Background: an optimization exercise with open tools, aiming at small area, a short achievable clock period and few clock cycles. Do not read the settings as production practice.
Function was not checked in any run shown here: the RTL went through the layout flow alone.
No activity file was given, so power comes from the tool's default toggle rates.

==> flow/constraint.sdc <==
create_clock -name core_clock -period 10.0 [get_ports {clk}]
set_input_delay 2.0000 -clock core_clock [delete_from_list [all_inputs] [get_ports {clk}]]
set_output_delay 2.0000 -clock core_clock [all_outputs]
set_load 0.01 [all_outputs]
==> flow/run.sh <==
#!/bin/bash
# synth_recipe.tcl (not shown) runs the flow's synth.tcl, then flattens the netlist and writes it again
# the make line also repeats each setting of config.mk as NAME=value (left out here)
make -C /OpenROAD-flow-scripts/flow DESIGN_CONFIG=/design/flow/config.mk WORK_HOME=/design/flow/orfs CLKGATE_MAP_FILE= SYNTH_SCRIPT=/design/flow/synth_recipe.tcl finish
==> flow/design.v <==
module doublecrack #(
    parameter int         KEY_W = 24,
    parameter logic [7:0] PT_LO = 8'h20,
    parameter logic [7:0] PT_HI = 8'h7E
) (
    input  logic             clk,
    input  logic             rst_n,
    input  logic             en,
    input  logic [KEY_W-1:0] key_start,
    output logic             rdy,
    output logic [KEY_W-1:0] key,
    output logic             key_valid,
    output logic [7:0]       ct_addr,
    input  logic [7:0]       ct_rddata
);
    typedef enum logic [3:0] {
        S_RST, S_IDLE, S_INIT, S_KSA, S_P1, S_P2, S_P3, S_PD, S_C2, S_C3, S_C4, S_C5
    } state_t;
    state_t           r_state;
    logic             r_rdy, r_kv;
    logic [KEY_W-1:0] r_k, r_kn, r_key;
    logic [7:0]       r_q [256];
    logic [7:0]       r_a, r_b;    
    logic [7:0]       r_base;      
    logic [23:0]      r_kr;        
    logic [7:0]       r_addr, r_len, r_c, r_z, r_ct, r_h, r_w, r_j;
    logic             w_ds, w_rot, w_wa, w_load, w_bad, w_acc, w_rej, w_last, w_kend;
    logic [7:0]       w_m1, w_m2, w_busa, w_busb, w_pt;
    logic [7:0]       w_s2, w_s3, w_s31, w_an, w_bn, w_k2, w_k3;
    logic [7:0]       w_d254, w_d255;
    logic [KEY_W-1:0] w_kl;
    assign rdy       = r_rdy;
    assign key       = r_key;
    assign key_valid = r_kv;
    assign ct_addr   = r_addr;
    assign w_ds  = (r_state == S_KSA) || (r_state == S_P1);
    assign w_rot = !w_ds;
    assign w_wa  = (r_state == S_C3) || (r_state == S_C4);
    assign w_pt   = r_z ^ r_ct;
    assign w_bad  = (w_pt < PT_LO) || (w_pt > PT_HI);
    assign w_acc  = (r_state == S_PD) && ((r_len == 8'd0) || (!w_bad && r_addr == r_len));
    assign w_rej  = (r_state == S_PD) && (r_len != 8'd0) && w_bad;
    assign w_last = (r_k == '1);
    assign w_load = (r_state == S_INIT) || (w_rej && !w_last);
    assign w_kl   = r_kn;
    assign w_kend = (r_base == 8'd254);
    logic [255:0]     w_da, w_db;               
    logic [255:0]     w_na, w_nb, w_nn;         
    logic [7:0]       w_m1r, w_m2r, w_q2, w_q3;
    logic [7:0]       w_bv [4];                 
    logic [7:0]       w_bbv [2];                
    always_comb begin
        for (int x = 0; x < 256; x++) begin
            w_da[x] = (r_a == 8'(x));
            w_db[x] = (r_b == 8'(x));
        end
        for (int x = 0; x < 256; x++) begin
            w_nb[x] = w_ds && !w_load && w_db[x];
            w_na[x] = (w_load || ((w_ds || w_wa) && w_da[x])) && !w_nb[x];
            w_nn[x] = !w_na[x] && !w_nb[x];
        end
        for (int b = 0; b < 8; b++) begin
            w_m1r[b] = 1'b0;
            w_m2r[b] = 1'b0;
            for (int x = 0; x < 256; x++) begin
                w_m1r[b] = w_m1r[b] | (w_da[x] & r_q[x][b]);
                w_m2r[b] = w_m2r[b] | (w_db[x] & r_q[x][b]);
            end
        end
    end
    assign w_m1   = w_m1r ^ {8{r_a[1]}};
    assign w_m2   = w_m2r ^ {8{r_b[1]}};
    assign w_q2   = ~r_q[2];
    assign w_q3   = ~r_q[3];
    assign w_busa = w_ds ? r_q[0] : r_w;
    assign w_busb = (r_a == 8'd1) ? r_q[0] : r_q[1];
    assign w_bv[0]  = ~w_busa | {8{w_load}};
    assign w_bv[1]  = ~w_busa & ~{8{w_load}};
    assign w_bv[2]  = w_busa & ~{8{w_load}};
    assign w_bv[3]  = w_busa | {8{w_load}};
    assign w_bbv[0] = ~w_busb;
    assign w_bbv[1] = w_busb;
    assign w_k2  = (r_state == S_KSA && !w_kend) ? r_kr[23:16] : 8'd0;
    assign w_k3  = (r_state == S_KSA && !w_kend) ? r_kr[15:8]  : 8'd0;
    assign w_s2  = (r_b == 8'd2) ? w_busb : (r_a == 8'd2) ? r_q[0] : w_q2;
    assign w_s3  = (r_b == 8'd3) ? w_busb : (r_a == 8'd3) ? r_q[0] : w_q3;
    assign w_an  = (r_state == S_KSA && w_kend) ? 8'd0 : r_b + w_s2 + w_k2 - 8'd2;
    assign w_s31 = (w_an == 8'd1) ? w_s2 : w_s3;
    assign w_bn  = w_an + w_s31 + w_k3;
    always_comb begin
        if (w_load) begin
            w_d254 = 8'd254;
            w_d255 = 8'd255;
        end else if (w_rot) begin
            w_d254 = (w_wa && r_a == 8'd0) ? w_busa : r_q[0];
            w_d255 = (w_wa && r_a == 8'd1) ? w_busa : r_q[1];
        end else begin
            w_d254 = (r_b == 8'd0) ? w_busb : w_m1;
            w_d255 = (r_b == 8'd0) ? w_m1 : (r_b == r_a) ? r_q[0] : w_m2;
        end
    end
    always_ff @(posedge clk) begin
        for (int p = 0; p < 254; p++) begin
            for (int b = 0; b < 8; b++) begin
                r_q[p][b] <= ~((w_nb[p + 2] & w_bbv[(p >> 1) & 1][b]) |
                               (w_na[p + 2] & w_bv[2 * ((p >> 1) & 1) + ((p >> b) & 1)][b]) |
                               (w_nn[p + 2] & r_q[p + 2][b]));
            end
        end
        r_q[254] <= ~w_d254;
        r_q[255] <= ~w_d255;
    end
    always_ff @(posedge clk) begin
        r_c  <= r_q[1] - 8'd4;
        r_ct <= ct_rddata;
        r_kn <= (r_state == S_IDLE) ? key_start : r_k + KEY_W'(1);
    end
    always_ff @(posedge clk) begin
        r_base <= w_load ? 8'd0 : r_base + 8'd2;
        if (w_load) begin
            r_a  <= w_kl[23:16];
            r_b  <= w_kl[23:16] + ((w_kl[23:16] == 8'd1) ? 8'd0 : 8'd1) + w_kl[15:8];
            r_kr <= {w_kl[7:0], w_kl[23:16], w_kl[15:8]};
        end else begin
            r_kr <= {r_kr[7:0], r_kr[23:16], r_kr[15:8]};
            case (r_state)
                S_KSA, S_P1: begin
                    r_a <= w_an;
                    r_b <= w_bn;
                end
                S_P2: r_a <= ~r_q[255] + r_c;                     
                S_P3: r_a <= 8'd2 - (r_base + 8'd2);              
                S_PD: ;
                S_C2: r_a <= r_j + r_h - (r_base + 8'd2);         
                S_C3: r_a <= r_addr - (r_base + 8'd2);            
                S_C4: r_a <= r_h + r_w - (r_base + 8'd2);         
                S_C5: r_a <= r_addr + 8'd1 - (r_base + 8'd2);     
                default: ;
            endcase
        end
        case (r_state)
            S_P1: r_j <= r_b;
            S_C2: begin
                r_j <= r_j + r_h;
                r_w <= r_h;
            end
            S_C3: r_w <= w_m1;
            S_PD: r_h <= w_m1;
            S_P3, S_C5: r_z <= w_m1;
            default: ;
        endcase
    end
    always_ff @(posedge clk) begin
        if (rst_n) begin
            r_state <= S_RST;
            r_rdy   <= 1'b0;
            r_kv    <= 1'b0;
            r_key   <= '0;
            r_k     <= '0;
            r_len   <= '0;
            r_addr  <= '0;
        end else begin
            if (r_state == S_P1) r_len <= ct_rddata;
            if (w_load) begin
                r_k    <= w_kl;
                r_addr <= 8'd0;
            end else if (r_state == S_P1 || r_state == S_PD) begin
                r_addr <= r_addr + 8'd1;
            end
            case (r_state)
                S_RST: begin
                    r_state <= S_IDLE;
                    r_rdy   <= 1'b1;
                end
                S_IDLE: if (en) begin
                    r_state <= S_INIT;
                    r_rdy   <= 1'b0;
                    r_kv    <= 1'b0;
                    r_key   <= '0;
                end
                S_INIT: r_state <= S_KSA;
                S_KSA:  if (w_kend) r_state <= S_P1;
                S_P1:   r_state <= S_P2;
                S_P2:   r_state <= S_P3;
                S_P3:   r_state <= S_PD;
                S_PD: begin
                    if (w_acc) begin
                        r_state <= S_IDLE;
                        r_rdy   <= 1'b1;
                        r_kv    <= 1'b1;
                        r_key   <= r_k;
                    end else if (w_rej) begin
                        if (w_last) begin
                            r_state <= S_IDLE;
                            r_rdy   <= 1'b1;
                            r_kv    <= 1'b0;
                            r_key   <= '0;
                        end else begin
                            r_state <= S_KSA;
                        end
                    end else begin
                        r_state <= S_C2;
                    end
                end
                S_C2: r_state <= S_C3;
                S_C3: r_state <= S_C4;
                S_C4: r_state <= S_C5;
                S_C5: r_state <= S_PD;
                default: r_state <= S_RST;
            endcase
        end
    end
endmodule
==> flow/config.mk <==
export PLATFORM = sky130hd
export DESIGN_NAME = doublecrack
export DESIGN_NICKNAME = doublecrack
export VERILOG_FILES = /design/flow/design.v
export SDC_FILE = /design/flow/constraint.sdc
export NUM_CORES = 4
export LEC_CHECK = 0
export CAP_MARGIN = 20
export CORE_MARGIN = 2
export CORE_UTILIZATION = 20
export PLACE_DENSITY = 0.35
export SLEW_MARGIN = 20
export SYNTH_MEMORY_MAX_BITS = 8192
==> results of run 1 <==
[routing by layer]
| layer | overflow | track usage [%] |
|---|---|---|
| met5 | 5 | 60.9 |
| met4 | 1235 | 78.7 |
| met3 | 76 | 76.7 |
| met2 | 1950 | 91.2 |
| met1 | 53 | 85.7 |
[metrics by stage]
stage | setup WS [ps] | instance area, sq um | hold WS (ps) | util [%]
4_1_cts | 1180 | 160000 | 429 | 25.6
3_5_place_dp | 1240 | 149000 | 413 | 23.9
3_3_place_gp | 337 | 148000 | 419 | 23.8
2_1_floorplan | 2380 | 125000 | 380 | -
[power groups by stage]
stage	registers, mW	clock network (mW)	logic (mW)
floorplan	16.3	0	12.4
global placement	30.2	0	42.5
detailed placement	29.9	0	42.0
CTS	29.8	12.3	42.1
[worst max path at each step]
stage | from | end | slack [ps] | cells past startpoint
3_3_place_gp | r_a[1] | r_b[7] | 340 | 33
3_5_place_dp | r_a[1] | r_b[7] | 1240 | 34
2_1_floorplan | r_b[5] | r_b[7] | 2380 | 35
4_1_cts | r_a[1] | r_b[7] | 1180 | 34
[kinds of logic after synthesis]
logic type,Yosys count
muxes,1191
xor gates and xnor gates,134
buffers and inverters,1802
adders and majority gates,81
DFF,2237
and+or+nand+nor,5213
AOI/OAI and AO/OA,5689
==> impl_metrics.tcl, run 1 <==
set metrics [dict create \
    ctsHoldBuffers 0 \
    synth_nets 16463 \
    syn_area_per_cell_sq_um 7.63 \
    first_global_vias 210571 \
    synth-simple-area-share_pct 18.3 \
    dp_hpwl_um 1980000 \
    grt_pass1_wl_um 3440000 \
    synthAdderAreaFrac_pct 0.975 \
    clk_path_buf_depth 4 \
    cts_setup_buffers 0 \
    cts.htree.levels 5 \
    tool.error "[ERROR GRT-0116] Global routing finished with congestion. Check the congestion regions in the DRC Viewer." \
    yosys.cell_types.count 76 \
    grt.overflow.total 3319 \
    yosysWarnings 4 \
    rows 290 \
    synth_compound_area_share_pct 28.3 \
    syn_area_sq_mm 0.125 \
    cts_resized 0 \
    ys.flop_type "dfxtp_1" \
    synth-seq-cells 2237 \
    ys_top_cells_by_area "dfxtp_1 (35%), mux2i_1 (9.4%), o21ai_0 (7.6%)" \
    initial_core_util_pct 20.0 \
    synthTopCellsByCount "nand2_1 (2,207), dfxtp_1 (2,189), o21ai_0 (1,904)" \
    dp.cells 24929 \
    pin_count 69 \
    synth-xor-area-share_pct 0.952 \
    status "did not finish" \
    synth_seq_area_share_pct 36.3 \
    synth.area.mux_share_pct 9.57 \
    yosysMostFrequentCell "nand2_1" \
    postSynth.asyncResetShare_pct 0 \
    syn_inst 16347 \
    yosysTopAreaCell "dfxtp_1" \
    synth_top_area_share_pct 35.1 \
    stop_stage "global routing" \
    grt_start_max_net_pins 98 \
    die_x_um 794 \
    place_congestion 1.37 \
    synth_top_family_by_area "compound AO/OA/AOI/OAI gates" \
    cts.sinks 2237 \
    grt_usage_pct 83.7 \
    cts_made_buffers 306 \
    io_buffers 68 \
    synth_edf_count 48 \
    die_h_um 794 \
    cts-root-buf "clkbuf_16" \
]
==> inputs of run 2 (changes only) <==
--- a/flow/design.v
+++ b/flow/design.v
@@ -56,7 +56,7 @@
         end
         for (int x = 0; x < 256; x++) begin
             w_nb[x] = w_ds && !w_load && w_db[x];
-            w_na[x] = (w_load || ((w_ds || w_wa) && w_da[x])) && !w_nb[x];
+            w_na[x] = w_load || ((w_ds || w_wa) && w_da[x]);
             w_nn[x] = !w_na[x] && !w_nb[x];
         end
         for (int b = 0; b < 8; b++) begin
@@ -72,7 +72,7 @@
     assign w_m2   = w_m2r ^ {8{r_b[1]}};
     assign w_q2   = ~r_q[2];
     assign w_q3   = ~r_q[3];
-    assign w_busa = w_ds ? r_q[0] : r_w;
+    assign w_busa = !w_ds ? r_w : (r_a == r_b) ? w_busb : r_q[0];
     assign w_busb = (r_a == 8'd1) ? r_q[0] : r_q[1];
     assign w_bv[0]  = ~w_busa | {8{w_load}};
     assign w_bv[1]  = ~w_busa & ~{8{w_load}};
@@ -99,14 +99,20 @@
             w_d255 = (r_b == 8'd0) ? w_m1 : (r_b == r_a) ? r_q[0] : w_m2;
         end
     end
-    always_ff @(posedge clk) begin
-        for (int p = 0; p < 254; p++) begin
-            for (int b = 0; b < 8; b++) begin
-                r_q[p][b] <= ~((w_nb[p + 2] & w_bbv[(p >> 1) & 1][b]) |
-                               (w_na[p + 2] & w_bv[2 * ((p >> 1) & 1) + ((p >> b) & 1)][b]) |
-                               (w_nn[p + 2] & r_q[p + 2][b]));
-            end
-        end
+    logic [7:0]       w_d [254];
+    for (genvar p = 0; p < 254; p++) begin : g_slot
+        logic [7:0] w_ba, w_bb;
+        for (genvar b = 0; b < 8; b++) begin : g_bit
+            assign w_ba[b] = w_bv[2 * ((p >> 1) & 1) + ((p >> b) & 1)][b];
+            assign w_bb[b] = w_bbv[(p >> 1) & 1][b];
+        end
+        doublecrack_slot u_slot (
+            .nb(w_nb[p + 2]), .na(w_na[p + 2]), .nn(w_nn[p + 2]),
+            .bb(w_bb), .ba(w_ba), .q(r_q[p + 2]), .d(w_d[p])
+        );
+    end
+    always_ff @(posedge clk) begin
+        for (int p = 0; p < 254; p++) r_q[p] <= w_d[p];
         r_q[254] <= ~w_d254;
         r_q[255] <= ~w_d255;
     end
@@ -211,3 +217,14 @@
         end
     end
 endmodule
+module doublecrack_slot (
+    input  logic       nb,
+    input  logic       na,
+    input  logic       nn,
+    input  logic [7:0] bb,
+    input  logic [7:0] ba,
+    input  logic [7:0] q,
+    output logic [7:0] d
+);
+    assign d = ~(({8{nb}} & bb) | ({8{na}} & ba) | ({8{nn}} & q));
+endmodule
--- a/flow/config.mk
+++ b/flow/config.mk
@@ -10,4 +10,6 @@
 export CORE_UTILIZATION = 20
 export PLACE_DENSITY = 0.35
 export SLEW_MARGIN = 20
+export SYNTH_HIERARCHICAL = 1
 export SYNTH_MEMORY_MAX_BITS = 8192
+export SYNTH_MINIMUM_KEEP_SIZE = 0
==> run 2 against run 1 <==
  * Synthesized area decreased by 12%
  * The flow again stops in global routing
  * Synthesized cell count decreased by 29%
==> impl_metrics.tcl, run 2 <==
set metrics [dict create \
    status "did not finish" \
    stop_stage "global routing" \
    tool.error "[ERROR GRT-0116] Global routing finished with congestion. Check the congestion regions in the DRC Viewer." \
    grt.overflow.total 26421 \
    grt_start_max_net_pins 82 \
    syn_area_per_cell_sq_um 9.40 \
    die_h_um 744 \
    place_congestion 1.62 \
    synth_seq_area_share_pct 41.3 \
    ys.flop_type "dfxtp_1" \
    cts_made_buffers 271 \
    postPlaceCellArea_sq_mm 0.134 \
    dpl_worst_slack_ps -2850 \
    yosysWarnings 14 \
    pin_count 69 \
    grt_pass1_wl_um 3490000 \
    synth_edf_count 48 \
    rows 271 \
    grt_usage_pct 94.1 \
    yosysTopAreaCell "dfxtp_1" \
    die_x_um 744 \
    synth_top_area_share_pct 40.0 \
    ys_top_cells_by_area "dfxtp_1 (40%), a222oi_1 (19%), a22oi_1 (5.6%)" \
    postSynth.asyncResetShare_pct 0 \
    cts.htree.levels 5 \
    yosysMostFrequentCell "dfxtp_1" \
    clk_path_buf_depth 4 \
    syn_area_sq_mm 0.110 \
    dp_hpwl_um 1680000 \
    synth-seq-cells 2237 \
    first_global_vias 235045 \
    io_buffers 68 \
    synthTopCellsByCount "dfxtp_1 (2,189), a222oi_1 (2,123), nor2_1 (822)" \
    cts-root-buf "clkbuf_16" \
    dp.cells 19641 \
    synth_nets 11764 \
    syn_inst 11648 \
    cts.sinks 2237 \
    yosys.cell_types.count 92 \
    initial_core_util_pct 20.1 \
]
-- run 2: cell count changes after synthesis, sizes merged, moves of 794 or more --
cell | before | now
a222oi | 111 | 2123
nand2 | 2207 | 529
o21ai | 1912 | 261
a21oi | 1485 | 199
mux2i | 1175 | 42
nor2 | 1618 | 824
-- run 2: per-module statistics from Yosys (local to each module, per instance) --
module / cells inside / area [sq um] / copies in the design / flops+latches
doublecrack: 9108 / 86600 / 1 / 2237
doublecrack_slot: 10 / 90.1 / 254 / 0
-- run 2: power by group through the flow --
stage,clock (mW),sequential (mW),combinational [mW]
CTS,10.7,28.2,40.4
detailed placement,0,28.4,39.6
global placement,0,28.7,40.2
floorplan,0,16.4,10.2
-- run 2: worst max path at each step --
stage	slack (ps)	cells past startpoint	startpoint	to
after detailed placement	-2850	48	r_a[7]	r_b[7]
after global placement	-4070	48	r_a[7]	r_b[7]
after floorplan	-60	34	r_a[1]	r_b[7]
after CTS	40	48	r_a[5]	r_b[6]
-- run 2: stage by stage --
step,total power [mW],hold WS (ps)
2_1_floorplan,26.6,382
3_3_place_gp,68.9,440
3_5_place_dp,67.9,422
4_1_cts,79.3,436
-- run 2: kinds of logic after synthesis --
kind of cell / synth area share [%]
DFF: 41.3
AOI/OAI and AO/OA: 36.1
adders and majority gates: 1.11
and+or+nand+nor: 14.0
xor gates and xnor gates: 1.00
buffers and inverters: 5.87
muxes: 0.583
-- run 2: repair_timing --
action | CTS
hold endpoints to repair | 0
gates resized for setup | 82
buffers inserted | 16
hold buffers | 0
gates cloned | 0
pin swaps | 17
endpoints found under the setup margin | 7
-- run 2: metal layers --
| metal | GRT usage [%] | overflow |
|---|---|---|
| met1 | 92.3 | 4288 |
| met2 | 103 | 13493 |
| met3 | 89.4 | 3554 |
| met4 | 89.8 | 4616 |
| met5 | 78.6 | 470 |
